Source: an optimization exercise on an open RTL-to-GDS flow (aim: small area). Production flows keep margins and buffers that such runs may drop. The RTL was checked by simulation tests, not by an equivalence proof against the original design. Power and IR drop assume default switching activity.

==> flow/config.mk <==
export PLATFORM = sky130hd
export DESIGN_NAME = correlator_top
export DESIGN_NICKNAME = correlator_top
export VERILOG_FILES = /design/flow/design.v
export SDC_FILE = /design/flow/constraint.sdc
export NUM_CORES = 4
export LEC_CHECK = 0
export ABC_AREA = 1
export CAP_MARGIN = 10
export CORE_MARGIN = 2
export CORE_UTILIZATION = 70
export SLEW_MARGIN = 10
==> flow/constraint.sdc <==
create_clock -name core_clock -period 20.0 [get_ports {clk_in}]
set_input_delay 4.0000 -clock core_clock [delete_from_list [all_inputs] [get_ports {clk_in}]]
set_output_delay 4.0000 -clock core_clock [all_outputs]
set_load 0.01 [all_outputs]
==> flow/design.v <==
`timescale 1ns/1ns
module corr_mac
(
  input  logic [17:0] a,
  input  logic [17:0] b,
  input  logic [35:0] acc_in,
  output logic [35:0] sum
);
  logic [18:0] b_ext;
  logic [18:0] pp [9];
  logic [8:0]  ng;
  always_comb begin
    b_ext = {b, 1'b0};
    for (int i = 0; i < 9; i++) begin
      logic q0, q1, q2, one, two;
      q0    = b_ext[2*i];
      q1    = b_ext[2*i+1];
      q2    = b_ext[2*i+2];
      ng[i] = q2 & ~(q1 & q0);
      one   = q1 ^ q0;
      two   = (q2 & ~q1 & ~q0) | (~q2 & q1 & q0);
      for (int j = 0; j < 19; j++) begin
        pp[i][j] = ((one & ((j < 18) ? a[j] : a[17])) | (two & ((j > 0) ? a[j-1] : 1'b0))) ^ ng[i];
      end
    end
  end
  logic [411:0] w;
  assign w[0] = acc_in[14] ^ pp[0][14];
  assign w[1] = acc_in[14] & pp[0][14];
  assign w[2] = acc_in[15] ^ pp[0][15];
  assign w[3] = acc_in[15] & pp[0][15];
  assign w[4] = acc_in[16] ^ pp[0][16] ^ pp[1][14];
  assign w[5] = (acc_in[16] & pp[0][16]) | (acc_in[16] & pp[1][14]) | (pp[0][16] & pp[1][14]);
  assign w[6] = pp[2][12] ^ pp[3][10];
  assign w[7] = pp[2][12] & pp[3][10];
  assign w[8] = acc_in[17] ^ pp[0][17] ^ pp[1][15];
  assign w[9] = (acc_in[17] & pp[0][17]) | (acc_in[17] & pp[1][15]) | (pp[0][17] & pp[1][15]);
  assign w[10] = pp[2][13] ^ pp[3][11];
  assign w[11] = pp[2][13] & pp[3][11];
  assign w[12] = acc_in[18] ^ ~pp[0][18] ^ pp[1][16];
  assign w[13] = (acc_in[18] & ~pp[0][18]) | (acc_in[18] & pp[1][16]) | (~pp[0][18] & pp[1][16]);
  assign w[14] = pp[2][14] ^ pp[3][12];
  assign w[15] = pp[2][14] & pp[3][12];
  assign w[16] = acc_in[19] ^ pp[1][17] ^ pp[2][15];
  assign w[17] = (acc_in[19] & pp[1][17]) | (acc_in[19] & pp[2][15]) | (pp[1][17] & pp[2][15]);
  assign w[18] = acc_in[20] ^ ~pp[1][18];
  assign w[19] = acc_in[20] & ~pp[1][18];
  assign w[20] = acc_in[8] ^ pp[0][8];
  assign w[21] = acc_in[8] & pp[0][8];
  assign w[22] = acc_in[9] ^ pp[0][9];
  assign w[23] = acc_in[9] & pp[0][9];
  assign w[24] = acc_in[10] ^ pp[0][10] ^ pp[1][8];
  assign w[25] = (acc_in[10] & pp[0][10]) | (acc_in[10] & pp[1][8]) | (pp[0][10] & pp[1][8]);
  assign w[26] = pp[2][6] ^ pp[3][4];
  assign w[27] = pp[2][6] & pp[3][4];
  assign w[28] = acc_in[11] ^ pp[0][11] ^ pp[1][9];
  assign w[29] = (acc_in[11] & pp[0][11]) | (acc_in[11] & pp[1][9]) | (pp[0][11] & pp[1][9]);
  assign w[30] = pp[2][7] ^ pp[3][5];
  assign w[31] = pp[2][7] & pp[3][5];
  assign w[32] = acc_in[12] ^ pp[0][12] ^ pp[1][10];
  assign w[33] = (acc_in[12] & pp[0][12]) | (acc_in[12] & pp[1][10]) | (pp[0][12] & pp[1][10]);
  assign w[34] = pp[2][8] ^ pp[3][6] ^ pp[4][4];
  assign w[35] = (pp[2][8] & pp[3][6]) | (pp[2][8] & pp[4][4]) | (pp[3][6] & pp[4][4]);
  assign w[36] = pp[5][2] ^ pp[6][0];
  assign w[37] = pp[5][2] & pp[6][0];
  assign w[38] = acc_in[13] ^ pp[0][13] ^ pp[1][11];
  assign w[39] = (acc_in[13] & pp[0][13]) | (acc_in[13] & pp[1][11]) | (pp[0][13] & pp[1][11]);
  assign w[40] = pp[2][9] ^ pp[3][7] ^ pp[4][5];
  assign w[41] = (pp[2][9] & pp[3][7]) | (pp[2][9] & pp[4][5]) | (pp[3][7] & pp[4][5]);
  assign w[42] = pp[5][3] ^ pp[6][1];
  assign w[43] = pp[5][3] & pp[6][1];
  assign w[44] = w[0] ^ pp[1][12] ^ pp[2][10];
  assign w[45] = (w[0] & pp[1][12]) | (w[0] & pp[2][10]) | (pp[1][12] & pp[2][10]);
  assign w[46] = pp[3][8] ^ pp[4][6] ^ pp[5][4];
  assign w[47] = (pp[3][8] & pp[4][6]) | (pp[3][8] & pp[5][4]) | (pp[4][6] & pp[5][4]);
  assign w[48] = pp[6][2] ^ pp[7][0] ^ ng[7];
  assign w[49] = (pp[6][2] & pp[7][0]) | (pp[6][2] & ng[7]) | (pp[7][0] & ng[7]);
  assign w[50] = w[1] ^ w[2] ^ pp[1][13];
  assign w[51] = (w[1] & w[2]) | (w[1] & pp[1][13]) | (w[2] & pp[1][13]);
  assign w[52] = pp[2][11] ^ pp[3][9] ^ pp[4][7];
  assign w[53] = (pp[2][11] & pp[3][9]) | (pp[2][11] & pp[4][7]) | (pp[3][9] & pp[4][7]);
  assign w[54] = pp[5][5] ^ pp[6][3] ^ pp[7][1];
  assign w[55] = (pp[5][5] & pp[6][3]) | (pp[5][5] & pp[7][1]) | (pp[6][3] & pp[7][1]);
  assign w[56] = w[3] ^ w[4] ^ w[6];
  assign w[57] = (w[3] & w[4]) | (w[3] & w[6]) | (w[4] & w[6]);
  assign w[58] = pp[4][8] ^ pp[5][6] ^ pp[6][4];
  assign w[59] = (pp[4][8] & pp[5][6]) | (pp[4][8] & pp[6][4]) | (pp[5][6] & pp[6][4]);
  assign w[60] = pp[7][2] ^ pp[8][0] ^ ng[8];
  assign w[61] = (pp[7][2] & pp[8][0]) | (pp[7][2] & ng[8]) | (pp[8][0] & ng[8]);
  assign w[62] = w[5] ^ w[7] ^ w[8];
  assign w[63] = (w[5] & w[7]) | (w[5] & w[8]) | (w[7] & w[8]);
  assign w[64] = w[10] ^ pp[4][9] ^ pp[5][7];
  assign w[65] = (w[10] & pp[4][9]) | (w[10] & pp[5][7]) | (pp[4][9] & pp[5][7]);
  assign w[66] = pp[6][5] ^ pp[7][3] ^ pp[8][1];
  assign w[67] = (pp[6][5] & pp[7][3]) | (pp[6][5] & pp[8][1]) | (pp[7][3] & pp[8][1]);
  assign w[68] = w[9] ^ w[11] ^ w[12];
  assign w[69] = (w[9] & w[11]) | (w[9] & w[12]) | (w[11] & w[12]);
  assign w[70] = w[14] ^ pp[4][10] ^ pp[5][8];
  assign w[71] = (w[14] & pp[4][10]) | (w[14] & pp[5][8]) | (pp[4][10] & pp[5][8]);
  assign w[72] = pp[6][6] ^ pp[7][4] ^ pp[8][2];
  assign w[73] = (pp[6][6] & pp[7][4]) | (pp[6][6] & pp[8][2]) | (pp[7][4] & pp[8][2]);
  assign w[74] = w[13] ^ w[15] ^ w[16];
  assign w[75] = (w[13] & w[15]) | (w[13] & w[16]) | (w[15] & w[16]);
  assign w[76] = pp[3][13] ^ pp[4][11] ^ pp[5][9];
  assign w[77] = (pp[3][13] & pp[4][11]) | (pp[3][13] & pp[5][9]) | (pp[4][11] & pp[5][9]);
  assign w[78] = pp[6][7] ^ pp[7][5] ^ pp[8][3];
  assign w[79] = (pp[6][7] & pp[7][5]) | (pp[6][7] & pp[8][3]) | (pp[7][5] & pp[8][3]);
  assign w[80] = w[17] ^ w[18] ^ pp[2][16];
  assign w[81] = (w[17] & w[18]) | (w[17] & pp[2][16]) | (w[18] & pp[2][16]);
  assign w[82] = pp[3][14] ^ pp[4][12] ^ pp[5][10];
  assign w[83] = (pp[3][14] & pp[4][12]) | (pp[3][14] & pp[5][10]) | (pp[4][12] & pp[5][10]);
  assign w[84] = pp[6][8] ^ pp[7][6] ^ pp[8][4];
  assign w[85] = (pp[6][8] & pp[7][6]) | (pp[6][8] & pp[8][4]) | (pp[7][6] & pp[8][4]);
  assign w[86] = w[19] ^ acc_in[21] ^ pp[2][17];
  assign w[87] = (w[19] & acc_in[21]) | (w[19] & pp[2][17]) | (acc_in[21] & pp[2][17]);
  assign w[88] = pp[3][15] ^ pp[4][13] ^ pp[5][11];
  assign w[89] = (pp[3][15] & pp[4][13]) | (pp[3][15] & pp[5][11]) | (pp[4][13] & pp[5][11]);
  assign w[90] = pp[6][9] ^ pp[7][7] ^ pp[8][5];
  assign w[91] = (pp[6][9] & pp[7][7]) | (pp[6][9] & pp[8][5]) | (pp[7][7] & pp[8][5]);
  assign w[92] = acc_in[22] ^ ~pp[2][18] ^ pp[3][16];
  assign w[93] = (acc_in[22] & ~pp[2][18]) | (acc_in[22] & pp[3][16]) | (~pp[2][18] & pp[3][16]);
  assign w[94] = pp[4][14] ^ pp[5][12] ^ pp[6][10];
  assign w[95] = (pp[4][14] & pp[5][12]) | (pp[4][14] & pp[6][10]) | (pp[5][12] & pp[6][10]);
  assign w[96] = pp[7][8] ^ pp[8][6];
  assign w[97] = pp[7][8] & pp[8][6];
  assign w[98] = acc_in[23] ^ pp[3][17] ^ pp[4][15];
  assign w[99] = (acc_in[23] & pp[3][17]) | (acc_in[23] & pp[4][15]) | (pp[3][17] & pp[4][15]);
  assign w[100] = pp[5][13] ^ pp[6][11] ^ pp[7][9];
  assign w[101] = (pp[5][13] & pp[6][11]) | (pp[5][13] & pp[7][9]) | (pp[6][11] & pp[7][9]);
  assign w[102] = acc_in[24] ^ ~pp[3][18] ^ pp[4][16];
  assign w[103] = (acc_in[24] & ~pp[3][18]) | (acc_in[24] & pp[4][16]) | (~pp[3][18] & pp[4][16]);
  assign w[104] = pp[5][14] ^ pp[6][12];
  assign w[105] = pp[5][14] & pp[6][12];
  assign w[106] = acc_in[25] ^ pp[4][17] ^ pp[5][15];
  assign w[107] = (acc_in[25] & pp[4][17]) | (acc_in[25] & pp[5][15]) | (pp[4][17] & pp[5][15]);
  assign w[108] = acc_in[26] ^ ~pp[4][18];
  assign w[109] = acc_in[26] & ~pp[4][18];
  assign w[110] = acc_in[4] ^ pp[0][4];
  assign w[111] = acc_in[4] & pp[0][4];
  assign w[112] = acc_in[5] ^ pp[0][5];
  assign w[113] = acc_in[5] & pp[0][5];
  assign w[114] = acc_in[6] ^ pp[0][6] ^ pp[1][4];
  assign w[115] = (acc_in[6] & pp[0][6]) | (acc_in[6] & pp[1][4]) | (pp[0][6] & pp[1][4]);
  assign w[116] = pp[2][2] ^ pp[3][0];
  assign w[117] = pp[2][2] & pp[3][0];
  assign w[118] = acc_in[7] ^ pp[0][7] ^ pp[1][5];
  assign w[119] = (acc_in[7] & pp[0][7]) | (acc_in[7] & pp[1][5]) | (pp[0][7] & pp[1][5]);
  assign w[120] = pp[2][3] ^ pp[3][1];
  assign w[121] = pp[2][3] & pp[3][1];
  assign w[122] = w[20] ^ pp[1][6] ^ pp[2][4];
  assign w[123] = (w[20] & pp[1][6]) | (w[20] & pp[2][4]) | (pp[1][6] & pp[2][4]);
  assign w[124] = pp[3][2] ^ pp[4][0] ^ ng[4];
  assign w[125] = (pp[3][2] & pp[4][0]) | (pp[3][2] & ng[4]) | (pp[4][0] & ng[4]);
  assign w[126] = w[21] ^ w[22] ^ pp[1][7];
  assign w[127] = (w[21] & w[22]) | (w[21] & pp[1][7]) | (w[22] & pp[1][7]);
  assign w[128] = pp[2][5] ^ pp[3][3] ^ pp[4][1];
  assign w[129] = (pp[2][5] & pp[3][3]) | (pp[2][5] & pp[4][1]) | (pp[3][3] & pp[4][1]);
  assign w[130] = w[23] ^ w[24] ^ w[26];
  assign w[131] = (w[23] & w[24]) | (w[23] & w[26]) | (w[24] & w[26]);
  assign w[132] = pp[4][2] ^ pp[5][0] ^ ng[5];
  assign w[133] = (pp[4][2] & pp[5][0]) | (pp[4][2] & ng[5]) | (pp[5][0] & ng[5]);
  assign w[134] = w[25] ^ w[27] ^ w[28];
  assign w[135] = (w[25] & w[27]) | (w[25] & w[28]) | (w[27] & w[28]);
  assign w[136] = w[30] ^ pp[4][3] ^ pp[5][1];
  assign w[137] = (w[30] & pp[4][3]) | (w[30] & pp[5][1]) | (pp[4][3] & pp[5][1]);
  assign w[138] = w[29] ^ w[31] ^ w[32];
  assign w[139] = (w[29] & w[31]) | (w[29] & w[32]) | (w[31] & w[32]);
  assign w[140] = w[34] ^ w[36] ^ ng[6];
  assign w[141] = (w[34] & w[36]) | (w[34] & ng[6]) | (w[36] & ng[6]);
  assign w[142] = w[33] ^ w[35] ^ w[37];
  assign w[143] = (w[33] & w[35]) | (w[33] & w[37]) | (w[35] & w[37]);
  assign w[144] = w[38] ^ w[40] ^ w[42];
  assign w[145] = (w[38] & w[40]) | (w[38] & w[42]) | (w[40] & w[42]);
  assign w[146] = w[39] ^ w[41] ^ w[43];
  assign w[147] = (w[39] & w[41]) | (w[39] & w[43]) | (w[41] & w[43]);
  assign w[148] = w[44] ^ w[46] ^ w[48];
  assign w[149] = (w[44] & w[46]) | (w[44] & w[48]) | (w[46] & w[48]);
  assign w[150] = w[45] ^ w[47] ^ w[49];
  assign w[151] = (w[45] & w[47]) | (w[45] & w[49]) | (w[47] & w[49]);
  assign w[152] = w[50] ^ w[52] ^ w[54];
  assign w[153] = (w[50] & w[52]) | (w[50] & w[54]) | (w[52] & w[54]);
  assign w[154] = w[51] ^ w[53] ^ w[55];
  assign w[155] = (w[51] & w[53]) | (w[51] & w[55]) | (w[53] & w[55]);
  assign w[156] = w[56] ^ w[58] ^ w[60];
  assign w[157] = (w[56] & w[58]) | (w[56] & w[60]) | (w[58] & w[60]);
  assign w[158] = w[57] ^ w[59] ^ w[61];
  assign w[159] = (w[57] & w[59]) | (w[57] & w[61]) | (w[59] & w[61]);
  assign w[160] = w[62] ^ w[64] ^ w[66];
  assign w[161] = (w[62] & w[64]) | (w[62] & w[66]) | (w[64] & w[66]);
  assign w[162] = w[63] ^ w[65] ^ w[67];
  assign w[163] = (w[63] & w[65]) | (w[63] & w[67]) | (w[65] & w[67]);
  assign w[164] = w[68] ^ w[70] ^ w[72];
  assign w[165] = (w[68] & w[70]) | (w[68] & w[72]) | (w[70] & w[72]);
  assign w[166] = w[69] ^ w[71] ^ w[73];
  assign w[167] = (w[69] & w[71]) | (w[69] & w[73]) | (w[71] & w[73]);
  assign w[168] = w[74] ^ w[76] ^ w[78];
  assign w[169] = (w[74] & w[76]) | (w[74] & w[78]) | (w[76] & w[78]);
  assign w[170] = w[75] ^ w[77] ^ w[79];
  assign w[171] = (w[75] & w[77]) | (w[75] & w[79]) | (w[77] & w[79]);
  assign w[172] = w[80] ^ w[82] ^ w[84];
  assign w[173] = (w[80] & w[82]) | (w[80] & w[84]) | (w[82] & w[84]);
  assign w[174] = w[81] ^ w[83] ^ w[85];
  assign w[175] = (w[81] & w[83]) | (w[81] & w[85]) | (w[83] & w[85]);
  assign w[176] = w[86] ^ w[88] ^ w[90];
  assign w[177] = (w[86] & w[88]) | (w[86] & w[90]) | (w[88] & w[90]);
  assign w[178] = w[87] ^ w[89] ^ w[91];
  assign w[179] = (w[87] & w[89]) | (w[87] & w[91]) | (w[89] & w[91]);
  assign w[180] = w[92] ^ w[94] ^ w[96];
  assign w[181] = (w[92] & w[94]) | (w[92] & w[96]) | (w[94] & w[96]);
  assign w[182] = w[93] ^ w[95] ^ w[97];
  assign w[183] = (w[93] & w[95]) | (w[93] & w[97]) | (w[95] & w[97]);
  assign w[184] = w[98] ^ w[100] ^ pp[8][7];
  assign w[185] = (w[98] & w[100]) | (w[98] & pp[8][7]) | (w[100] & pp[8][7]);
  assign w[186] = w[99] ^ w[101] ^ w[102];
  assign w[187] = (w[99] & w[101]) | (w[99] & w[102]) | (w[101] & w[102]);
  assign w[188] = w[104] ^ pp[7][10] ^ pp[8][8];
  assign w[189] = (w[104] & pp[7][10]) | (w[104] & pp[8][8]) | (pp[7][10] & pp[8][8]);
  assign w[190] = w[103] ^ w[105] ^ w[106];
  assign w[191] = (w[103] & w[105]) | (w[103] & w[106]) | (w[105] & w[106]);
  assign w[192] = pp[6][13] ^ pp[7][11] ^ pp[8][9];
  assign w[193] = (pp[6][13] & pp[7][11]) | (pp[6][13] & pp[8][9]) | (pp[7][11] & pp[8][9]);
  assign w[194] = w[107] ^ w[108] ^ pp[5][16];
  assign w[195] = (w[107] & w[108]) | (w[107] & pp[5][16]) | (w[108] & pp[5][16]);
  assign w[196] = pp[6][14] ^ pp[7][12] ^ pp[8][10];
  assign w[197] = (pp[6][14] & pp[7][12]) | (pp[6][14] & pp[8][10]) | (pp[7][12] & pp[8][10]);
  assign w[198] = w[109] ^ acc_in[27] ^ pp[5][17];
  assign w[199] = (w[109] & acc_in[27]) | (w[109] & pp[5][17]) | (acc_in[27] & pp[5][17]);
  assign w[200] = pp[6][15] ^ pp[7][13] ^ pp[8][11];
  assign w[201] = (pp[6][15] & pp[7][13]) | (pp[6][15] & pp[8][11]) | (pp[7][13] & pp[8][11]);
  assign w[202] = acc_in[28] ^ ~pp[5][18] ^ pp[6][16];
  assign w[203] = (acc_in[28] & ~pp[5][18]) | (acc_in[28] & pp[6][16]) | (~pp[5][18] & pp[6][16]);
  assign w[204] = pp[7][14] ^ pp[8][12];
  assign w[205] = pp[7][14] & pp[8][12];
  assign w[206] = acc_in[29] ^ pp[6][17] ^ pp[7][15];
  assign w[207] = (acc_in[29] & pp[6][17]) | (acc_in[29] & pp[7][15]) | (pp[6][17] & pp[7][15]);
  assign w[208] = acc_in[30] ^ ~pp[6][18];
  assign w[209] = acc_in[30] & ~pp[6][18];
  assign w[210] = acc_in[2] ^ pp[0][2];
  assign w[211] = acc_in[2] & pp[0][2];
  assign w[212] = acc_in[3] ^ pp[0][3];
  assign w[213] = acc_in[3] & pp[0][3];
  assign w[214] = w[110] ^ pp[1][2] ^ pp[2][0];
  assign w[215] = (w[110] & pp[1][2]) | (w[110] & pp[2][0]) | (pp[1][2] & pp[2][0]);
  assign w[216] = w[111] ^ w[112] ^ pp[1][3];
  assign w[217] = (w[111] & w[112]) | (w[111] & pp[1][3]) | (w[112] & pp[1][3]);
  assign w[218] = w[113] ^ w[114] ^ w[116];
  assign w[219] = (w[113] & w[114]) | (w[113] & w[116]) | (w[114] & w[116]);
  assign w[220] = w[115] ^ w[117] ^ w[118];
  assign w[221] = (w[115] & w[117]) | (w[115] & w[118]) | (w[117] & w[118]);
  assign w[222] = w[119] ^ w[121] ^ w[122];
  assign w[223] = (w[119] & w[121]) | (w[119] & w[122]) | (w[121] & w[122]);
  assign w[224] = w[123] ^ w[125] ^ w[126];
  assign w[225] = (w[123] & w[125]) | (w[123] & w[126]) | (w[125] & w[126]);
  assign w[226] = w[127] ^ w[129] ^ w[130];
  assign w[227] = (w[127] & w[129]) | (w[127] & w[130]) | (w[129] & w[130]);
  assign w[228] = w[131] ^ w[133] ^ w[134];
  assign w[229] = (w[131] & w[133]) | (w[131] & w[134]) | (w[133] & w[134]);
  assign w[230] = w[135] ^ w[137] ^ w[138];
  assign w[231] = (w[135] & w[137]) | (w[135] & w[138]) | (w[137] & w[138]);
  assign w[232] = w[139] ^ w[141] ^ w[142];
  assign w[233] = (w[139] & w[141]) | (w[139] & w[142]) | (w[141] & w[142]);
  assign w[234] = w[143] ^ w[145] ^ w[146];
  assign w[235] = (w[143] & w[145]) | (w[143] & w[146]) | (w[145] & w[146]);
  assign w[236] = w[147] ^ w[149] ^ w[150];
  assign w[237] = (w[147] & w[149]) | (w[147] & w[150]) | (w[149] & w[150]);
  assign w[238] = w[151] ^ w[153] ^ w[154];
  assign w[239] = (w[151] & w[153]) | (w[151] & w[154]) | (w[153] & w[154]);
  assign w[240] = w[155] ^ w[157] ^ w[158];
  assign w[241] = (w[155] & w[157]) | (w[155] & w[158]) | (w[157] & w[158]);
  assign w[242] = w[159] ^ w[161] ^ w[162];
  assign w[243] = (w[159] & w[161]) | (w[159] & w[162]) | (w[161] & w[162]);
  assign w[244] = w[163] ^ w[165] ^ w[166];
  assign w[245] = (w[163] & w[165]) | (w[163] & w[166]) | (w[165] & w[166]);
  assign w[246] = w[167] ^ w[169] ^ w[170];
  assign w[247] = (w[167] & w[169]) | (w[167] & w[170]) | (w[169] & w[170]);
  assign w[248] = w[171] ^ w[173] ^ w[174];
  assign w[249] = (w[171] & w[173]) | (w[171] & w[174]) | (w[173] & w[174]);
  assign w[250] = w[175] ^ w[177] ^ w[178];
  assign w[251] = (w[175] & w[177]) | (w[175] & w[178]) | (w[177] & w[178]);
  assign w[252] = w[179] ^ w[181] ^ w[182];
  assign w[253] = (w[179] & w[181]) | (w[179] & w[182]) | (w[181] & w[182]);
  assign w[254] = w[183] ^ w[185] ^ w[186];
  assign w[255] = (w[183] & w[185]) | (w[183] & w[186]) | (w[185] & w[186]);
  assign w[256] = w[187] ^ w[189] ^ w[190];
  assign w[257] = (w[187] & w[189]) | (w[187] & w[190]) | (w[189] & w[190]);
  assign w[258] = w[191] ^ w[193] ^ w[194];
  assign w[259] = (w[191] & w[193]) | (w[191] & w[194]) | (w[193] & w[194]);
  assign w[260] = w[195] ^ w[197] ^ w[198];
  assign w[261] = (w[195] & w[197]) | (w[195] & w[198]) | (w[197] & w[198]);
  assign w[262] = w[199] ^ w[201] ^ w[202];
  assign w[263] = (w[199] & w[201]) | (w[199] & w[202]) | (w[201] & w[202]);
  assign w[264] = w[203] ^ w[205] ^ w[206];
  assign w[265] = (w[203] & w[205]) | (w[203] & w[206]) | (w[205] & w[206]);
  assign w[266] = w[207] ^ w[208] ^ pp[7][16];
  assign w[267] = (w[207] & w[208]) | (w[207] & pp[7][16]) | (w[208] & pp[7][16]);
  assign w[268] = w[209] ^ acc_in[31] ^ pp[7][17];
  assign w[269] = (w[209] & acc_in[31]) | (w[209] & pp[7][17]) | (acc_in[31] & pp[7][17]);
  assign w[270] = acc_in[32] ^ ~pp[7][18];
  assign w[271] = acc_in[32] & ~pp[7][18];
  assign w[272] = acc_in[0] ^ pp[0][0];
  assign w[273] = acc_in[0] & pp[0][0];
  assign w[274] = acc_in[1] ^ pp[0][1];
  assign w[275] = acc_in[1] & pp[0][1];
  assign w[276] = w[210] ^ pp[1][0] ^ ng[1];
  assign w[277] = (w[210] & pp[1][0]) | (w[210] & ng[1]) | (pp[1][0] & ng[1]);
  assign w[278] = w[211] ^ w[212] ^ pp[1][1];
  assign w[279] = (w[211] & w[212]) | (w[211] & pp[1][1]) | (w[212] & pp[1][1]);
  assign w[280] = w[213] ^ w[214] ^ ng[2];
  assign w[281] = (w[213] & w[214]) | (w[213] & ng[2]) | (w[214] & ng[2]);
  assign w[282] = w[215] ^ w[216] ^ pp[2][1];
  assign w[283] = (w[215] & w[216]) | (w[215] & pp[2][1]) | (w[216] & pp[2][1]);
  assign w[284] = w[217] ^ w[218] ^ ng[3];
  assign w[285] = (w[217] & w[218]) | (w[217] & ng[3]) | (w[218] & ng[3]);
  assign w[286] = w[219] ^ w[220] ^ w[120];
  assign w[287] = (w[219] & w[220]) | (w[219] & w[120]) | (w[220] & w[120]);
  assign w[288] = w[221] ^ w[222] ^ w[124];
  assign w[289] = (w[221] & w[222]) | (w[221] & w[124]) | (w[222] & w[124]);
  assign w[290] = w[223] ^ w[224] ^ w[128];
  assign w[291] = (w[223] & w[224]) | (w[223] & w[128]) | (w[224] & w[128]);
  assign w[292] = w[225] ^ w[226] ^ w[132];
  assign w[293] = (w[225] & w[226]) | (w[225] & w[132]) | (w[226] & w[132]);
  assign w[294] = w[227] ^ w[228] ^ w[136];
  assign w[295] = (w[227] & w[228]) | (w[227] & w[136]) | (w[228] & w[136]);
  assign w[296] = w[229] ^ w[230] ^ w[140];
  assign w[297] = (w[229] & w[230]) | (w[229] & w[140]) | (w[230] & w[140]);
  assign w[298] = w[231] ^ w[232] ^ w[144];
  assign w[299] = (w[231] & w[232]) | (w[231] & w[144]) | (w[232] & w[144]);
  assign w[300] = w[233] ^ w[234] ^ w[148];
  assign w[301] = (w[233] & w[234]) | (w[233] & w[148]) | (w[234] & w[148]);
  assign w[302] = w[235] ^ w[236] ^ w[152];
  assign w[303] = (w[235] & w[236]) | (w[235] & w[152]) | (w[236] & w[152]);
  assign w[304] = w[237] ^ w[238] ^ w[156];
  assign w[305] = (w[237] & w[238]) | (w[237] & w[156]) | (w[238] & w[156]);
  assign w[306] = w[239] ^ w[240] ^ w[160];
  assign w[307] = (w[239] & w[240]) | (w[239] & w[160]) | (w[240] & w[160]);
  assign w[308] = w[241] ^ w[242] ^ w[164];
  assign w[309] = (w[241] & w[242]) | (w[241] & w[164]) | (w[242] & w[164]);
  assign w[310] = w[243] ^ w[244] ^ w[168];
  assign w[311] = (w[243] & w[244]) | (w[243] & w[168]) | (w[244] & w[168]);
  assign w[312] = w[245] ^ w[246] ^ w[172];
  assign w[313] = (w[245] & w[246]) | (w[245] & w[172]) | (w[246] & w[172]);
  assign w[314] = w[247] ^ w[248] ^ w[176];
  assign w[315] = (w[247] & w[248]) | (w[247] & w[176]) | (w[248] & w[176]);
  assign w[316] = w[249] ^ w[250] ^ w[180];
  assign w[317] = (w[249] & w[250]) | (w[249] & w[180]) | (w[250] & w[180]);
  assign w[318] = w[251] ^ w[252] ^ w[184];
  assign w[319] = (w[251] & w[252]) | (w[251] & w[184]) | (w[252] & w[184]);
  assign w[320] = w[253] ^ w[254] ^ w[188];
  assign w[321] = (w[253] & w[254]) | (w[253] & w[188]) | (w[254] & w[188]);
  assign w[322] = w[255] ^ w[256] ^ w[192];
  assign w[323] = (w[255] & w[256]) | (w[255] & w[192]) | (w[256] & w[192]);
  assign w[324] = w[257] ^ w[258] ^ w[196];
  assign w[325] = (w[257] & w[258]) | (w[257] & w[196]) | (w[258] & w[196]);
  assign w[326] = w[259] ^ w[260] ^ w[200];
  assign w[327] = (w[259] & w[260]) | (w[259] & w[200]) | (w[260] & w[200]);
  assign w[328] = w[261] ^ w[262] ^ w[204];
  assign w[329] = (w[261] & w[262]) | (w[261] & w[204]) | (w[262] & w[204]);
  assign w[330] = w[263] ^ w[264] ^ pp[8][13];
  assign w[331] = (w[263] & w[264]) | (w[263] & pp[8][13]) | (w[264] & pp[8][13]);
  assign w[332] = w[265] ^ w[266] ^ pp[8][14];
  assign w[333] = (w[265] & w[266]) | (w[265] & pp[8][14]) | (w[266] & pp[8][14]);
  assign w[334] = w[267] ^ w[268] ^ pp[8][15];
  assign w[335] = (w[267] & w[268]) | (w[267] & pp[8][15]) | (w[268] & pp[8][15]);
  assign w[336] = w[269] ^ w[270] ^ pp[8][16];
  assign w[337] = (w[269] & w[270]) | (w[269] & pp[8][16]) | (w[270] & pp[8][16]);
  assign w[338] = w[271] ^ acc_in[33] ^ pp[8][17];
  assign w[339] = (w[271] & acc_in[33]) | (w[271] & pp[8][17]) | (acc_in[33] & pp[8][17]);
  assign w[340] = acc_in[34] ^ ~pp[8][18];
  assign w[341] = acc_in[34] & ~pp[8][18];
  assign w[342] = w[272] ^ ng[0];
  assign w[343] = w[272] & ng[0];
  assign w[344] = w[273] ^ w[274] ^ w[343];
  assign w[345] = (w[273] & w[274]) | (w[273] & w[343]) | (w[274] & w[343]);
  assign w[346] = w[275] ^ w[276] ^ w[345];
  assign w[347] = (w[275] & w[276]) | (w[275] & w[345]) | (w[276] & w[345]);
  assign w[348] = w[277] ^ w[278] ^ w[347];
  assign w[349] = (w[277] & w[278]) | (w[277] & w[347]) | (w[278] & w[347]);
  assign w[350] = w[279] ^ w[280] ^ w[349];
  assign w[351] = (w[279] & w[280]) | (w[279] & w[349]) | (w[280] & w[349]);
  assign w[352] = w[281] ^ w[282] ^ w[351];
  assign w[353] = (w[281] & w[282]) | (w[281] & w[351]) | (w[282] & w[351]);
  assign w[354] = w[283] ^ w[284] ^ w[353];
  assign w[355] = (w[283] & w[284]) | (w[283] & w[353]) | (w[284] & w[353]);
  assign w[356] = w[285] ^ w[286] ^ w[355];
  assign w[357] = (w[285] & w[286]) | (w[285] & w[355]) | (w[286] & w[355]);
  assign w[358] = w[287] ^ w[288] ^ w[357];
  assign w[359] = (w[287] & w[288]) | (w[287] & w[357]) | (w[288] & w[357]);
  assign w[360] = w[289] ^ w[290] ^ w[359];
  assign w[361] = (w[289] & w[290]) | (w[289] & w[359]) | (w[290] & w[359]);
  assign w[362] = w[291] ^ w[292] ^ w[361];
  assign w[363] = (w[291] & w[292]) | (w[291] & w[361]) | (w[292] & w[361]);
  assign w[364] = w[293] ^ w[294] ^ w[363];
  assign w[365] = (w[293] & w[294]) | (w[293] & w[363]) | (w[294] & w[363]);
  assign w[366] = w[295] ^ w[296] ^ w[365];
  assign w[367] = (w[295] & w[296]) | (w[295] & w[365]) | (w[296] & w[365]);
  assign w[368] = w[297] ^ w[298] ^ w[367];
  assign w[369] = (w[297] & w[298]) | (w[297] & w[367]) | (w[298] & w[367]);
  assign w[370] = w[299] ^ w[300] ^ w[369];
  assign w[371] = (w[299] & w[300]) | (w[299] & w[369]) | (w[300] & w[369]);
  assign w[372] = w[301] ^ w[302] ^ w[371];
  assign w[373] = (w[301] & w[302]) | (w[301] & w[371]) | (w[302] & w[371]);
  assign w[374] = w[303] ^ w[304] ^ w[373];
  assign w[375] = (w[303] & w[304]) | (w[303] & w[373]) | (w[304] & w[373]);
  assign w[376] = w[305] ^ w[306] ^ w[375];
  assign w[377] = (w[305] & w[306]) | (w[305] & w[375]) | (w[306] & w[375]);
  assign w[378] = w[307] ^ w[308] ^ w[377];
  assign w[379] = (w[307] & w[308]) | (w[307] & w[377]) | (w[308] & w[377]);
  assign w[380] = w[309] ^ w[310] ^ w[379];
  assign w[381] = (w[309] & w[310]) | (w[309] & w[379]) | (w[310] & w[379]);
  assign w[382] = w[311] ^ w[312] ^ w[381];
  assign w[383] = (w[311] & w[312]) | (w[311] & w[381]) | (w[312] & w[381]);
  assign w[384] = w[313] ^ w[314] ^ w[383];
  assign w[385] = (w[313] & w[314]) | (w[313] & w[383]) | (w[314] & w[383]);
  assign w[386] = w[315] ^ w[316] ^ w[385];
  assign w[387] = (w[315] & w[316]) | (w[315] & w[385]) | (w[316] & w[385]);
  assign w[388] = w[317] ^ w[318] ^ w[387];
  assign w[389] = (w[317] & w[318]) | (w[317] & w[387]) | (w[318] & w[387]);
  assign w[390] = w[319] ^ w[320] ^ w[389];
  assign w[391] = (w[319] & w[320]) | (w[319] & w[389]) | (w[320] & w[389]);
  assign w[392] = w[321] ^ w[322] ^ w[391];
  assign w[393] = (w[321] & w[322]) | (w[321] & w[391]) | (w[322] & w[391]);
  assign w[394] = w[323] ^ w[324] ^ w[393];
  assign w[395] = (w[323] & w[324]) | (w[323] & w[393]) | (w[324] & w[393]);
  assign w[396] = w[325] ^ w[326] ^ w[395];
  assign w[397] = (w[325] & w[326]) | (w[325] & w[395]) | (w[326] & w[395]);
  assign w[398] = w[327] ^ w[328] ^ w[397];
  assign w[399] = (w[327] & w[328]) | (w[327] & w[397]) | (w[328] & w[397]);
  assign w[400] = w[329] ^ w[330] ^ w[399];
  assign w[401] = (w[329] & w[330]) | (w[329] & w[399]) | (w[330] & w[399]);
  assign w[402] = w[331] ^ w[332] ^ w[401];
  assign w[403] = (w[331] & w[332]) | (w[331] & w[401]) | (w[332] & w[401]);
  assign w[404] = w[333] ^ w[334] ^ w[403];
  assign w[405] = (w[333] & w[334]) | (w[333] & w[403]) | (w[334] & w[403]);
  assign w[406] = w[335] ^ w[336] ^ w[405];
  assign w[407] = (w[335] & w[336]) | (w[335] & w[405]) | (w[336] & w[405]);
  assign w[408] = w[337] ^ w[338] ^ w[407];
  assign w[409] = (w[337] & w[338]) | (w[337] & w[407]) | (w[338] & w[407]);
  assign w[410] = w[339] ^ w[340] ^ w[409];
  assign w[411] = (w[339] & w[340]) | (w[339] & w[409]) | (w[340] & w[409]);
  assign sum = {(w[341] ^ acc_in[35] ^ w[411]), w[410], w[408], w[406], w[404], w[402], w[400], w[398], w[396], w[394], w[392], w[390], w[388], w[386], w[384], w[382], w[380], w[378], w[376], w[374], w[372], w[370], w[368], w[366], w[364], w[362], w[360], w[358], w[356], w[354], w[352], w[350], w[348], w[346], w[344], w[342]};
endmodule
`timescale 1ns/1ns
module correlator_top
(
  input  logic                 clk_in,
  input  logic                 i_rst,
  input  logic                 i_pdm_valid,
  input  logic [3-1:0] i_pdm_bits,
  output logic                 o_acc_valid,
  output logic [(((3 * (3 - 1) / 2) > 1) ? $clog2((3 * (3 - 1) / 2)) : 1)-1:0]              o_acc_bl,
  output logic [((8 > 1) ? $clog2(8) : 1)-1:0]             o_acc_lag,
  output logic signed [48-1:0]                 o_acc_data,
  output logic                 o_acc_last
);
  function automatic logic [19:0] hrom0(input logic [3:0] r);
    case (r)
      4'd0: hrom0 = 20'd3876;
      4'd1: hrom0 = 20'd3060;
      4'd2: hrom0 = 20'd2380;
      4'd3: hrom0 = 20'd1820;
      4'd4: hrom0 = 20'd1365;
      4'd5: hrom0 = 20'd1001;
      4'd6: hrom0 = 20'd715;
      4'd7: hrom0 = 20'd495;
      4'd8: hrom0 = 20'd330;
      4'd9: hrom0 = 20'd210;
      4'd10: hrom0 = 20'd126;
      4'd11: hrom0 = 20'd70;
      4'd12: hrom0 = 20'd35;
      4'd13: hrom0 = 20'd15;
      4'd14: hrom0 = 20'd5;
      4'd15: hrom0 = 20'd4840;
      default: hrom0 = '0;
    endcase
  endfunction
  function automatic logic [19:0] hrom1(input logic [3:0] r);
    case (r)
      4'd0: hrom1 = 20'd32980;
      4'd1: hrom1 = 20'd31076;
      4'd2: hrom1 = 20'd29020;
      4'd3: hrom1 = 20'd26860;
      4'd4: hrom1 = 20'd24640;
      4'd5: hrom1 = 20'd22400;
      4'd6: hrom1 = 20'd20176;
      4'd7: hrom1 = 20'd18000;
      4'd8: hrom1 = 20'd15900;
      4'd9: hrom1 = 20'd13900;
      4'd10: hrom1 = 20'd12020;
      4'd11: hrom1 = 20'd10276;
      4'd12: hrom1 = 20'd8680;
      4'd13: hrom1 = 20'd7240;
      4'd14: hrom1 = 20'd5960;
      4'd15: hrom1 = 20'd34690;
      default: hrom1 = '0;
    endcase
  endfunction
  function automatic logic [19:0] hrom2(input logic [3:0] r);
    case (r)
      4'd0: hrom2 = 20'd26860;
      4'd1: hrom2 = 20'd29020;
      4'd2: hrom2 = 20'd31076;
      4'd3: hrom2 = 20'd32980;
      4'd4: hrom2 = 20'd34690;
      4'd5: hrom2 = 20'd36170;
      4'd6: hrom2 = 20'd37390;
      4'd7: hrom2 = 20'd38326;
      4'd8: hrom2 = 20'd38960;
      4'd9: hrom2 = 20'd39280;
      4'd10: hrom2 = 20'd39280;
      4'd11: hrom2 = 20'd38960;
      4'd12: hrom2 = 20'd38326;
      4'd13: hrom2 = 20'd37390;
      4'd14: hrom2 = 20'd36170;
      4'd15: hrom2 = 20'd24640;
      default: hrom2 = '0;
    endcase
  endfunction
  function automatic logic [17:0] hrom3(input logic [3:0] r);
    case (r)
      4'd0: hrom3 = 18'd1820;
      4'd1: hrom3 = 18'd2380;
      4'd2: hrom3 = 18'd3060;
      4'd3: hrom3 = 18'd3876;
      4'd4: hrom3 = 18'd4840;
      4'd5: hrom3 = 18'd5960;
      4'd6: hrom3 = 18'd7240;
      4'd7: hrom3 = 18'd8680;
      4'd8: hrom3 = 18'd10276;
      4'd9: hrom3 = 18'd12020;
      4'd10: hrom3 = 18'd13900;
      4'd11: hrom3 = 18'd15900;
      4'd12: hrom3 = 18'd18000;
      4'd13: hrom3 = 18'd20176;
      4'd14: hrom3 = 18'd22400;
      4'd15: hrom3 = 18'd1365;
      default: hrom3 = '0;
    endcase
  endfunction
  function automatic logic [11:0] hrom4(input logic [3:0] r);
    case (r)
      4'd0: hrom4 = 12'd0;
      4'd1: hrom4 = 12'd0;
      4'd2: hrom4 = 12'd0;
      4'd3: hrom4 = 12'd0;
      4'd4: hrom4 = 12'd1;
      4'd5: hrom4 = 12'd5;
      4'd6: hrom4 = 12'd15;
      4'd7: hrom4 = 12'd35;
      4'd8: hrom4 = 12'd70;
      4'd9: hrom4 = 12'd126;
      4'd10: hrom4 = 12'd210;
      4'd11: hrom4 = 12'd330;
      4'd12: hrom4 = 12'd495;
      4'd13: hrom4 = 12'd715;
      4'd14: hrom4 = 12'd1001;
      4'd15: hrom4 = 12'd0;
      default: hrom4 = '0;
    endcase
  endfunction
  logic [1:0]  phase;       
  logic [1:0]  pend;        
  logic [2:0]  bits_q;
  logic [3:0]  r_cnt;       
  logic [3:0]  r_proc;      
  logic [1:0]  s_cnt;       
  logic [19:0] a0 [3];
  logic [19:0] a1 [3];
  logic [19:0] a2 [3];
  logic [17:0] a3 [3];
  logic [11:0] a4 [3];
  logic        busy, b, last;
  logic [3:0]  r_sel;
  logic [19:0] n0, n1, n2;
  logic [17:0] n3;
  logic [11:0] n4;
  logic [20:0] y;
  logic [17:0] smp;
  assign busy  = i_pdm_valid || (pend != 2'd0);
  assign b     = i_pdm_valid ? i_pdm_bits[phase] : (busy & bits_q[phase]);
  assign r_sel = i_pdm_valid ? r_cnt : r_proc;
  assign last  = busy && (r_sel == 4'd15);
  function automatic logic [19:0] rca20(input logic [19:0] x, input logic [19:0] z);
    logic c;
    c = 1'b0;
    for (int i = 0; i < 20; i++) begin
      rca20[i] = x[i] ^ z[i] ^ c;
      c = (x[i] & z[i]) | (c & (x[i] ^ z[i]));
    end
  endfunction
  logic [2:0]  fresh;
  logic        fr;
  logic [19:0] s0, s1, s2;
  logic [17:0] s3;
  logic [11:0] s4;
  assign fr = fresh[phase];
  always_comb begin
    s0 = fr ? 20'd516536 : (last ? a1[0] : a0[0]);
    s1 = fr ? 20'd374552 : (last ? a2[0] : a1[0]);
    s2 = fr ? 20'd89768  : (last ? 20'(a3[0]) : a2[0]);
    s3 = fr ? 18'd2184   : (last ? 18'(a4[0]) : a3[0]);
    s4 = (fr || last) ? 12'd0 : a4[0];
    n0 = rca20(s0, b ? hrom0(r_sel) : 20'd0);
    n1 = rca20(s1, b ? hrom1(r_sel) : 20'd0);
    n2 = rca20(s2, b ? hrom2(r_sel) : 20'd0);
    n3 = 18'(rca20(20'(s3), b ? 20'(hrom3(r_sel)) : 20'd0));
    n4 = 12'(rca20(20'(s4), b ? 20'(hrom4(r_sel)) : 20'd0));
    y  = 21'(a0[0]) + 21'(b);
    smp = {y[20:19] - 2'd1, y[18:3]};
  end
  always_ff @(posedge clk_in) begin
    if (i_rst) begin
      phase  <= 2'd0;
      pend   <= 2'd0;
      r_cnt  <= 4'd0;
      s_cnt  <= 2'd0;
      fresh  <= 3'b111;
    end else begin
      phase <= (phase == 2'd2) ? 2'd0 : phase + 2'd1;
      if (busy) fresh[phase] <= 1'b0;
      if (i_pdm_valid) begin
        pend  <= 2'd2;
        r_cnt <= r_cnt + 4'd1;
        if (r_cnt == 4'd15) s_cnt <= s_cnt + 2'd1;
      end else if (pend != 2'd0) begin
        pend <= pend - 2'd1;
      end
    end
  end
  always_ff @(posedge clk_in) begin
    a0[0] <= a0[1]; a0[1] <= a0[2]; a0[2] <= n0;
    a1[0] <= a1[1]; a1[1] <= a1[2]; a1[2] <= n1;
    a2[0] <= a2[1]; a2[1] <= a2[2]; a2[2] <= n2;
    a3[0] <= a3[1]; a3[1] <= a3[2]; a3[2] <= n3;
    a4[0] <= a4[1]; a4[1] <= a4[2]; a4[2] <= n4;
  end
  always_ff @(posedge clk_in) begin
    if (i_pdm_valid) begin
      bits_q <= i_pdm_bits;
      r_proc <= r_cnt;
    end
  end
  logic signed [17:0] h0 [5];
  logic signed [17:0] h1 [11];
  logic signed [17:0] h2 [12];
  logic        push0, push1, push2;
  assign push0 = last && (phase == 2'd0);
  assign push1 = last && (phase == 2'd1);
  assign push2 = last && (phase == 2'd2);
  always_ff @(posedge clk_in) begin
    if (push0) begin
      h0[0] <= smp;
      for (int k = 1; k < 5; k++) h0[k] <= h0[k-1];
    end
    if (push1) begin
      h1[0] <= smp;
      for (int k = 1; k < 11; k++) h1[k] <= h1[k-1];
    end
    if (push2) begin
      h2[0] <= smp;
      for (int k = 1; k < 12; k++) h2[k] <= h2[k-1];
    end
  end
  logic        act, run, vld;
  logic [1:0]  t;
  logic [2:0]  lag;
  logic [1:0]  bl;
  logic [1:0]  pc;           
  logic [1:0]  d0, d1, d2;   
  logic [35:0] acc;
  logic        start;
  assign start = i_pdm_valid && (r_cnt == 4'd15) && (s_cnt == 2'd3);
  assign run   = act || start;
  always_ff @(posedge clk_in) begin
    if (i_rst) begin
      act <= 1'b0;
      vld <= 1'b0;
      t   <= 2'd0;
      lag <= 3'd0;
      bl  <= 2'd0;
      pc  <= 2'd0;
    end else begin
      vld <= run && (t == 2'd3);
      if (start) begin
        act <= 1'b1;
        if (pc != 2'd3) pc <= pc + 2'd1;
      end
      if (run) begin
        t <= t + 2'd1;
        if (t == 2'd3) begin
          lag <= lag + 3'd1;
          if (lag == 3'd7) begin
            if (bl == 2'd2) begin
              bl  <= 2'd0;
              act <= 1'b0;
            end else begin
              bl <= bl + 2'd1;
            end
          end
        end
      end
    end
  end
  always_ff @(posedge clk_in) begin
    if (run) begin
      d0 <= d0 + 2'(push0);
      d1 <= d1 + 2'(push1);
      d2 <= d2 + 2'(push2);
    end else begin
      d0 <= 2'd0;
      d1 <= 2'd0;
      d2 <= 2'd0;
    end
  end
  logic [2:0] pos_a;
  logic [3:0] pos_b;
  logic signed [17:0] op_a, op_b;
  logic       neg;
  always_comb begin
    pos_a = 3'd2 - 3'(t) + ((bl == 2'd2) ? 3'(d1) : 3'(d0));
    pos_b = 4'd2 + 4'(lag) - 4'(t) + ((bl == 2'd0) ? 4'(d1) : 4'(d2));
    op_a  = (bl == 2'd2) ? h1[pos_a] : h0[pos_a];
    op_b  = (bl == 2'd0) ? h1[pos_b] : h2[pos_b];
    neg   = ((pc == 2'd1) && (3'(t) < lag)) || ((pc == 2'd2) && (3'(t) + 3'd4 < lag));
    if (neg) op_b = '0;
  end
  localparam logic [35:0] K4 = 36'd45813334016;
  logic [35:0] sum;
  corr_mac mac_i (
    .a      (op_a),
    .b      (op_b),
    .acc_in ((t == 2'd0) ? K4 : acc),
    .sum    (sum)
  );
  always_ff @(posedge clk_in) begin
    acc <= sum;
  end
  assign o_acc_valid = vld;
  assign o_acc_lag   = lag - 3'd1;
  assign o_acc_bl    = (lag != 3'd0) ? bl : ((bl == 2'd0) ? 2'd2 : bl - 2'd1);
  assign o_acc_last  = (lag == 3'd0) && (bl == 2'd0);
  assign o_acc_data  = {{(48-36){acc[35]}}, acc};
endmodule
==> flow/flow/run.sh <==
#!/bin/bash
# Standard layout with two changes to how it is made:
#  - synthesis maps logic with an area-oriented ABC script (flow/abc_area.script,
#    used through ABC_AREA=1) from a copy of the ORFS scripts folder;
#  - the clock tree uses fuller leaf clusters of clkbuf_8 and no dummy loads;
#  - ports are buffered with buf_1.
# Each tool's output goes to a log file in this folder.
set -euo pipefail
HERE=$(pwd)
rm -rf "$HERE/scripts_mod"
cp -r "$FLOW_HOME/scripts" "$HERE/scripts_mod"
cp "$HERE/flow/abc_area.script" "$HERE/scripts_mod/abc_area.script"
CTS="-sink_clustering_enable -repair_clock_nets -dont_use_dummy_load -sink_clustering_size 14 -sink_clustering_max_diameter 120 -buf_list sky130_fd_sc_hd__clkbuf_8"
bash standard.sh "SCRIPTS_DIR=$HERE/scripts_mod" "CTS_ARGS=$CTS" "BUFFER_PORTS_ARGS=-buffer_cell sky130_fd_sc_hd__buf_1" finish > make_finish.log 2>&1
==> flow/flow/abc_area.script <==
strash
dch
map -a
strash
dch
map -a
topo
==> flow/standard.sh <==
#!/bin/bash
# synth_recipe.tcl (not shown) runs the flow's synth.tcl, then flattens the netlist and writes it again
# the make line also repeats each setting of config.mk as NAME=value (left out here)
make -C /OpenROAD-flow-scripts/flow DESIGN_CONFIG=/design/flow/config.mk WORK_HOME=/design/flow/orfs CLKGATE_MAP_FILE= SYNTH_SCRIPT=/design/flow/synth_recipe.tcl "${@:-finish}"
==> implementation parameters, run 1 <==
Parameter                              Value

Clocking
  Clock tree root driver cell ... clkbuf_8
  Clock transition at path regs ... 0.09 ns
  Maximum buffer depth of the clock tree ... 3
  CTS tree ... done
  H-tree levels ... 3
  Clock Latency Late Sink ... 0.73 ns
  TritonCTS buffer count ... 70
  Clock Sinks ... roughly 850
  Hold buffer count at cts ... 0

Global routing
  Global-route congestion overflow total ... 0
  Global router's overall resource usage ... 37.2%
  Antenna violations before repair ... 2
  Wire length of the first global-routing pass ... ~160000 µm
  Vias in the first global route ... between 20000 and 30000
  Pin count of the biggest net entering global routing ... 200

Synth
  Part of the Yosys area used for sequential elements ... 57.0%
  Share of the synthesized area in the top cell type ... about two fifths
  Post-synthesis cell type count ... between 40 and 50
  Largest area contributor in the synthesized netlist ... edfxtp_1
  Top area cells in the synthesized netlist ... edfxtp_1, dfxtp_1, fa_1
  Post-Syn Nets ... around 3500
  Mapped Avg Cell Area ... ~12 µm²
  Predominant post-synthesis flop cell ... edfxtp_1
  Number of synthesized register bits ... between 800 and 900
  Cell count after synthesis ... 3160
  Synth async-reset ratio ... 0%
  Cell with the most instances after synthesis ... edfxtp_1
  Syn. warnings ... 11
  Mapped cell area ... between 30000 and 40000 µm²
  Number of enable-type register cells in the synthesized netlist ... 507
  Top cells by instance count after synthesis ... edfxtp_1, clkinv_1, dfxtp_1

Setup path
  Largest driver fanout on the critical path ... 18
  Crit Path Category ... flip-flop to flip-flop
  Critical Path Sink Type ... flip-flop
  Cell type of the slowest stage on the worst timing path ... fa_1
  Worst-case register-to-register setup slack ... around 0.66 ns
  Number of buffers and inverters on the critical path ... 15
  Number of gates on the worst path with buffers counted ... 68
  Worst Path Required ... 20.59 ns
  Crit path launch type ... flip-flop
  Critical path's most frequent cell ... fa_1
  Crit path largest cell delay ... between 0.5 and 0.6 ns
  Worst path top cell family by delay ... adder cells
  Arrival time of the worst setup path ... 19.93 ns
  Register-to-Register Path Depth ... 68

Floorplan
  Initial core utilization ... 70.5%
  Chip Height ... approximately 240 µm
  Core box area ... around 55000 µm²
  I/O pins ... 61
  Site row count ... 86
  Total Die Area ... about 57000 µm²
  Die Wd ... approximately 240 µm

STA
  Clock period minus final worst setup slack ... ~19 ns
  Number of setup violations in the final report ... 0
  Tcrit/Tclk final ... a little over nine tenths
  Final Hold Fails ... 0
  Maximum clock rate ... between 50 and 60 MHz
  Worst Clk Skew ... ~0.12 ns
  Worst-case headroom to the max-slew limit ... between 10% and 20%
  Max-slew violation count ... 0
  Worst-margin pin slew ... between 1 and 1.5 ns
  Total negative slack ... 0 ns

Pwr
  Total Power ... roughly 3200 µW
  Maximum vdd ir drop ... between 100 and 150 µV
  Power per Cell Area ... 77.7 nW/µm²
  Leakage power figure ... approximately 0.015 µW

Placed design
  Standard cell area after detailed placement ... 40500 µm²
  Final weighted congestion of routability-driven global placement ... ~1.0
  Number of cells after detailed placement ... around 4000
  Number of buffers added on ports ... 60
  DP HPWL ... around 74000 µm

Routing
  Via-per-instance ratio ... around 6.6
  DRC violation total after the first TritonRoute iteration ... a little under 4000
  Routed len/inst ... approximately 25 µm
  Post-Route WL ... roughly 100000 µm
  First-pass iteration count of the detailed router ... 8
  Number of nets with antenna violations after routing ... 0
  DRC viols ... 0
  Total number of vias ... 27092

Finish
  Layout Area Growth over Synthesis ... 7.97%
  Proportion of layout cells with a drive suffix above 1 ... ~7.3%
  Design Area, Final ... 41800 µm²
  Final instance count without filler cells ... between 4000 and 5000
  Total number of nets in the final design ... 3738

Hold path
  Cell depth of the worst hold path ... 0
  Type of the most critical hold path ... flip-flop to flip-flop

Outcome
  Run status ... timing/DRC/antenna clean

Flow run
  Max_cap viols ... 0
cell usage in the layout (no fill, tap or decap), types with 10 or more instances in the layout:
cell type and count:
clkbuf_8 70, xnor2_1 57, a31oi_1 17, a22oi_1 175, nand2_1 217, xor2_1 129
edfxtp_1 507, nand4_1 35, o211ai_1 18, nor2_1 217, buf_1 60, a32o_1 11
clkinv_1 442, nor3_1 13, o21ai_0 158, dfxtp_1 340, a21oi_1 117, fa_1 237
a221oi_1 50, buf_4 112, ha_1 94, a211oi_1 10, nand3_1 48, o22ai_1 163
worst reg2reg max path: cells and delay by family (launching register included):
kind	cells	cell delay (ns)
adders and majority gates	39	14.96
DFF	1	0.35
AOI/OAI and AO/OA	4	0.44
and+or+nand+nor	7	1.04
xor gates and xnor gates	3	0.55
buffers and inverters	15	1.94
per-stage QoR:
step	worst slack, ns	utilization [%]	hold WS [ns]
global placement	0.530	73.8	0.310
global route	-0.0398	76.1	0.268
detailed placement	0.159	73.8	0.312
finish	0.661	76.1	0.269
CTS	0.119	75.5	0.263
floorplan	-0.192	-	0.310
flip-flops by register name, indices dropped and copies added, names as in the netlist, 3 cells and up:
register  count
a3           54
acc          36
lag           3
a4           36
a1           60
a2           60
r_cnt         4
bits_q        3
fresh         3
r_proc        4
h1          198
h0           90
a0           60
h2          216
kinds of logic (layout without fill, tap and decap cells):
kind of cell | count (synthesis) | after routing | synth area share [%]
flip-flops | 847 | 847 | 57.0
AO/OA/AOI/OAI | 763 | 763 | 12.8
AND/OR/NAND/NOR | 570 | 570 | 6.10
buffers and inverters | 462 | 700 | 4.60
adder cells (fa/ha/maj) | 332 | 332 | 15.3
XOR/XNOR | 186 | 186 | 4.21
other | 0 | 1 | 0
where the power goes:
part           total (µW)  internal [µW]  switching [µW]
Sequential           2080           2010            62.6
Clock                 838            314             524
Combinational         328            111             218
Total                3240           2440             805
final cells by class:
| cell class | count | area (µm²) |
|---|---|---|
| Tap cell | 704 | 881 |
| Fill cell | 3523 | 13100 |
| Timing Repair Buffer | 179 | 1160 |
| Multi-Input combinational cell | 1851 | 15000 |
| Timing Repair inverter | 1 | 5.00 |
| Clock buffer | 70 | 963 |
| Sequential cell | 847 | 22000 |
| Antenna cell | 1 | 2.50 |
| Inverter | 450 | 1710 |
metal layers:
layer,global-route usage [%],vias to the layer above,wire length (µm)
met5,0,-,13
met2,57.8,1782,48500
met1,49.7,13268,38300
met3,7.83,377,11300
li1,-,11663,-
met4,19.7,2,6370
repair_timing:
action | CTS | global route
resized for setup | 0 | 27
setup endpoints to repair | 0 | 3
buffers inserted | 0 | 24
path summary, 6_finish.rpt:
check              endpoint  startpoint
setup / recovery    acc[35]       bl[1]
hold / removal    a0[1][10]   a0[2][10]
setup reg to reg    acc[35]       bl[1]
hold reg to reg   a0[1][10]   a0[2][10]
==> run 2, diff against run 1 <==
--- a/flow/config.mk
+++ b/flow/config.mk
@@ -8,5 +8,5 @@
 export ABC_AREA = 1
 export CAP_MARGIN = 10
 export CORE_MARGIN = 2
-export CORE_UTILIZATION = 70
+export CORE_UTILIZATION = 55
 export SLEW_MARGIN = 10
==> run 2 against run 1 <==
  * Power is essentially flat
  * Largest power group unchanged
  * Worst hold slack gained 0.013 ns
  * Still clean
  * Largest cell class unchanged
  * Count of clock-buffer cells in the layout is the same
  * Combinational power shrank 2%
  * Sequential power is essentially flat
  * Routed wire length grew 1.4%
  * Clock power grew 1%
  * First-iteration DRC count shrank 32%
  * Register-to-register slack gained 0.12 ns
  * Cell area grew 0.49%
  * Via count shrank 3.5%
==> implementation parameters, run 2 <==
Parameter                              Value

Outcome
  Run status ... timing/DRC/antenna clean

Floorplan
  Chip Height ... 269 µm (+13%)
  I/O pins ... 61 (unchanged)
  Die Wd ... 269 µm (+13%)
  Total Die Area ... 72500 µm² (+27%)
  Initial core utilization ... 55.4% (-15 points)
  Core box area ... 69800 µm² (+27%)
  Site row count ... 97 (+13%)

Synth
  Post-synthesis cell type count ... 41 (unchanged)
  Part of the Yosys area used for sequential elements ... 57.0% (unchanged)
  Synth async-reset ratio ... 0% (unchanged)
  Number of enable-type register cells in the synthesized netlist ... 507 (unchanged)
  Share of the synthesized area in the top cell type ... 39.4% (unchanged)
  Mapped cell area ... 38700 µm² (unchanged)
  Syn. warnings ... 11 (unchanged)
  Post-Syn Nets ... 3498 (unchanged)
  Top cells by instance count after synthesis ... edfxtp_1, clkinv_1, dfxtp_1
  Mapped Avg Cell Area ... 12.2 µm² (unchanged)
  Cell count after synthesis ... 3160 (unchanged)
  Predominant post-synthesis flop cell ... edfxtp_1
  Top area cells in the synthesized netlist ... edfxtp_1, dfxtp_1, fa_1
  Largest area contributor in the synthesized netlist ... edfxtp_1
  Number of synthesized register bits ... 847 (unchanged)
  Cell with the most instances after synthesis ... edfxtp_1

Routing
  DRC viols ... 0 (unchanged)
  Number of nets with antenna violations after routing ... 0 (unchanged)
  Routed len/inst ... 24.5 µm (-3.9%)
  Via-per-instance ratio ... 6.04 (-8.6%)
  First-pass iteration count of the detailed router ... 6 (-2)
  Total number of vias ... 26155 (-3.5%)
  DRC violation total after the first TritonRoute iteration ... 2699 (-32%)
  Post-Route WL ... 106000 µm (+1.4%)

Clocking
  Maximum buffer depth of the clock tree ... 3 (unchanged)
  Clock Sinks ... 847 (unchanged)
  Hold buffer count at cts ... 0 (unchanged)
  Clock Latency Late Sink ... 0.70 ns (-0.03 ns)
  Clock transition at path regs ... 0.10 ns (about the same)
  H-tree levels ... 3 (unchanged)
  CTS tree ... done
  TritonCTS buffer count ... 70 (unchanged)
  Clock tree root driver cell ... clkbuf_8

Finish
  Number of fill cells in the layout ... 5710 (+62%)
  Design Area, Final ... 42000 µm² (+0.49%)
  Total number of nets in the final design ... 3730 (-0.21%)
  Commonest non-fill, non-tap cell in the layout ... edfxtp_1
  Register name with the most flops ... h2
  Area of the multi-input gates ... 15000 µm² (about the same)
  Most frequent cells in the layout ... edfxtp_1, clkinv_1, dfxtp_1
  Layout Area Growth over Synthesis ... 8.50%
  Storage cell area ... 22000 µm² (about the same)
  Largest registers in the final layout ... h2 x216, h1 x198, h0 x90
  Max FFs per register ... 216 (unchanged)
  Proportion of layout cells with a drive suffix above 1 ... 7.11% (-0.19 points)

Global routing
  Vias in the first global route ... 26792 (-0.69%)
  Global router's overall resource usage ... 29.5% (-7.6 points)
  Global-route congestion overflow total ... 0 (unchanged)
  Antenna violations before repair ... 2 (unchanged)
  Pin count of the biggest net entering global routing ... 199 (-0.50%)
  Wire length of the first global-routing pass ... 163000 µm (+2.8%)

STA
  Worst Clk Skew ... 0.0722 ns (-0.0503 ns)
  Worst-case headroom to the max-slew limit ... 20.3% (+0.45 points)
  Final Hold Fails ... 0 (unchanged)
  Number of setup violations in the final report ... 0 (unchanged)
  Worst-margin pin slew ... 1.20 ns (-0.00391 ns)
  Clock period minus final worst setup slack ... 19.22 ns (-0.117 ns)
  Tcrit/Tclk final ... 96.1% (-0.58 points)
  Total negative slack ... 0 ns (unchanged)
  Max-slew violation count ... 0 (unchanged)
  Maximum clock rate ... 52.0 MHz (+0.61%)

Pwr
  Power per Cell Area ... 77.3 nW/µm² (-0.48%)
  Clock power frac ... 26.2% (+0.4 points)
  Maximum vdd ir drop ... 84.2 µV (-17%)
  Leakage power figure ... 0.0146 µW (-0.11%)
  Combinational power share ... 9.9% (-0.2 points)
  Switching pwr ... 806 µW (+0.17%)
  Switching part of the total ... 24.8% (+0.039 points)
  Share of total power in sequential cells ... 63.9% (about the same)
  Pint ... 2440 µW (about the same)

Setup path
  Critical path's most frequent cell ... fa_1
  Endpoint of the worst-slack reg-to-reg timing path ... acc[35]
  Crit Path Category ... flip-flop to flip-flop
  Worst-case register-to-register setup slack ... 0.78 ns (+0.12 ns)
  Number of buffers and inverters on the critical path ... 10 (-5)
  Critical Path Sink Type ... flip-flop
  Cell type of the slowest stage on the worst timing path ... fa_2
  Arrival time of the worst setup path ... 19.81 ns (-0.12 ns)
  Largest driver fanout on the critical path ... 18 (unchanged)
  Startpoint of the worst-slack reg-to-reg timing path ... bl[0]
  Crit path largest cell delay ... 0.66 ns (+0.12 ns)
  Worst Path Required ... 20.58 ns (about the same)
  Crit path launch type ... flip-flop
  Worst path top cell family by delay ... adder cells
  Register-to-Register Path Depth ... 59 (-13%)

Hold path
  Endpoint of the worst hold path ... a1[1][8]
  Cell depth of the worst hold path ... 0 (unchanged)
  Type of the most critical hold path ... flip-flop to flip-flop
  Worst Min Path Start ... a1[2][8]

Placed design
  Standard cell area after detailed placement ... 40900 µm² (+0.99%)
  Final weighted congestion of routability-driven global placement ... 0.948 (-7.0%)
  DP HPWL ... 75300 µm (+2.4%)
  Number of buffers added on ports ... 60 (unchanged)

Flow run
  Max_cap viols ... 0 (unchanged)
## run 2: layout make-up
type,count,area share [%]
tap,940,2.80
clock buffer,70,2.30
multi-input combinational,1851,35.8
inverter,450,4.03
sequential,847,52.5
timing repair buffer,172,2.57
antenna,2,0.0119
## run 2: how the worst max path moves through the flow
stage	startpoint	to	cells past startpoint
after floorplan	bl[0]	acc[35]	64
after global placement	bl[0]	acc[35]	68
after detailed placement	bl[0]	acc[35]	68
after CTS	bl[0]	acc[35]	68
after global routing	bl[1]	acc[35]	68
final	bl[0]	acc[35]	59
## run 2: what timing repair did
action                     CTS  global route
setup endpoints to repair    0             3
setup buffers                0             4
resized for setup            0            21
## run 2: routing by layer
metal / wire length, µm / up-vias / GRT usage (%)
met2: 49200 / 1310 / 46.6
met1: 42500 / 12908 / 40.6
met3: 8780 / 285 / 4.48
met5: 0 / - / 0
met4: 5470 / 0 / 13.8
li1: - / 11652 / -
## run 2: logic make-up after synthesis
logic type,synth area share [%]
AO/OA/AOI/OAI,12.8
XOR/XNOR,4.21
adder cells (fa/ha/maj),15.3
buffers and inverters,4.60
flip-flops,57.0
AND/OR/NAND/NOR,6.10
## run 2: metrics by stage
| stage | hold slack [ns] | std cells | utilization [%] | total power [µW] | worst slack, ns |
|---|---|---|---|---|---|
| after floorplan | 0.310 | 3160 | - | 2310 | -0.192 |
| after detailed placement | 0.312 | 4256 | 58.6 | 2440 | 0.0895 |
| after global routing | 0.271 | 4332 | 60.1 | 3400 | -0.0353 |
| after CTS | 0.269 | 4326 | 60.0 | 3280 | 0.0595 |
| final | 0.282 | 4332 | 60.1 | 3240 | 0.777 |
| after global placement | 0.310 | 4256 | 58.6 | 2430 | 0.463 |
## run 2: power groups by stage
stage | clock network (µW) | registers (µW) | logic, µW
after CTS | 879 | 2080 | 328
after detailed placement | 0 | 2120 | 325
after global placement | 0 | 2110 | 321
after floorplan | 0 | 2090 | 214
after global routing | 939 | 2090 | 369
final | 850 | 2070 | 320

==> port drivers added, routing unchanged <==
The flow's constraints put no driver on any port. The routed layouts listed below were extracted and timed again, unchanged, in two steps.
Step 1, drivers: a clkbuf_16 drives clk_in and a buf_2 each remaining input, both assumed.
Step 2, shift: input delay + t, output delay - t, t = (earliest + latest rising clock arrival at the registers) / 2. This alone moves slack from input paths to output paths.
a / b / c = no drivers / after step 1 / after step 2; a / b = the first two.
run | shift t [ns] | setup slack, ns | worst setup path after step 2 | slew at the worst register clock pin (ns) | worst data-port slew with drivers (ns)
run 1 | 0.725 | 0.661 / 0.661 / 0.661 | register to register | 0.11 / 0.11 | 0.04
run 2 | 0.721 | 0.777 / 0.777 / 0.777 | register to register | 0.10 / 0.10 | 0.03
After both steps setup and hold are still met in every run listed.
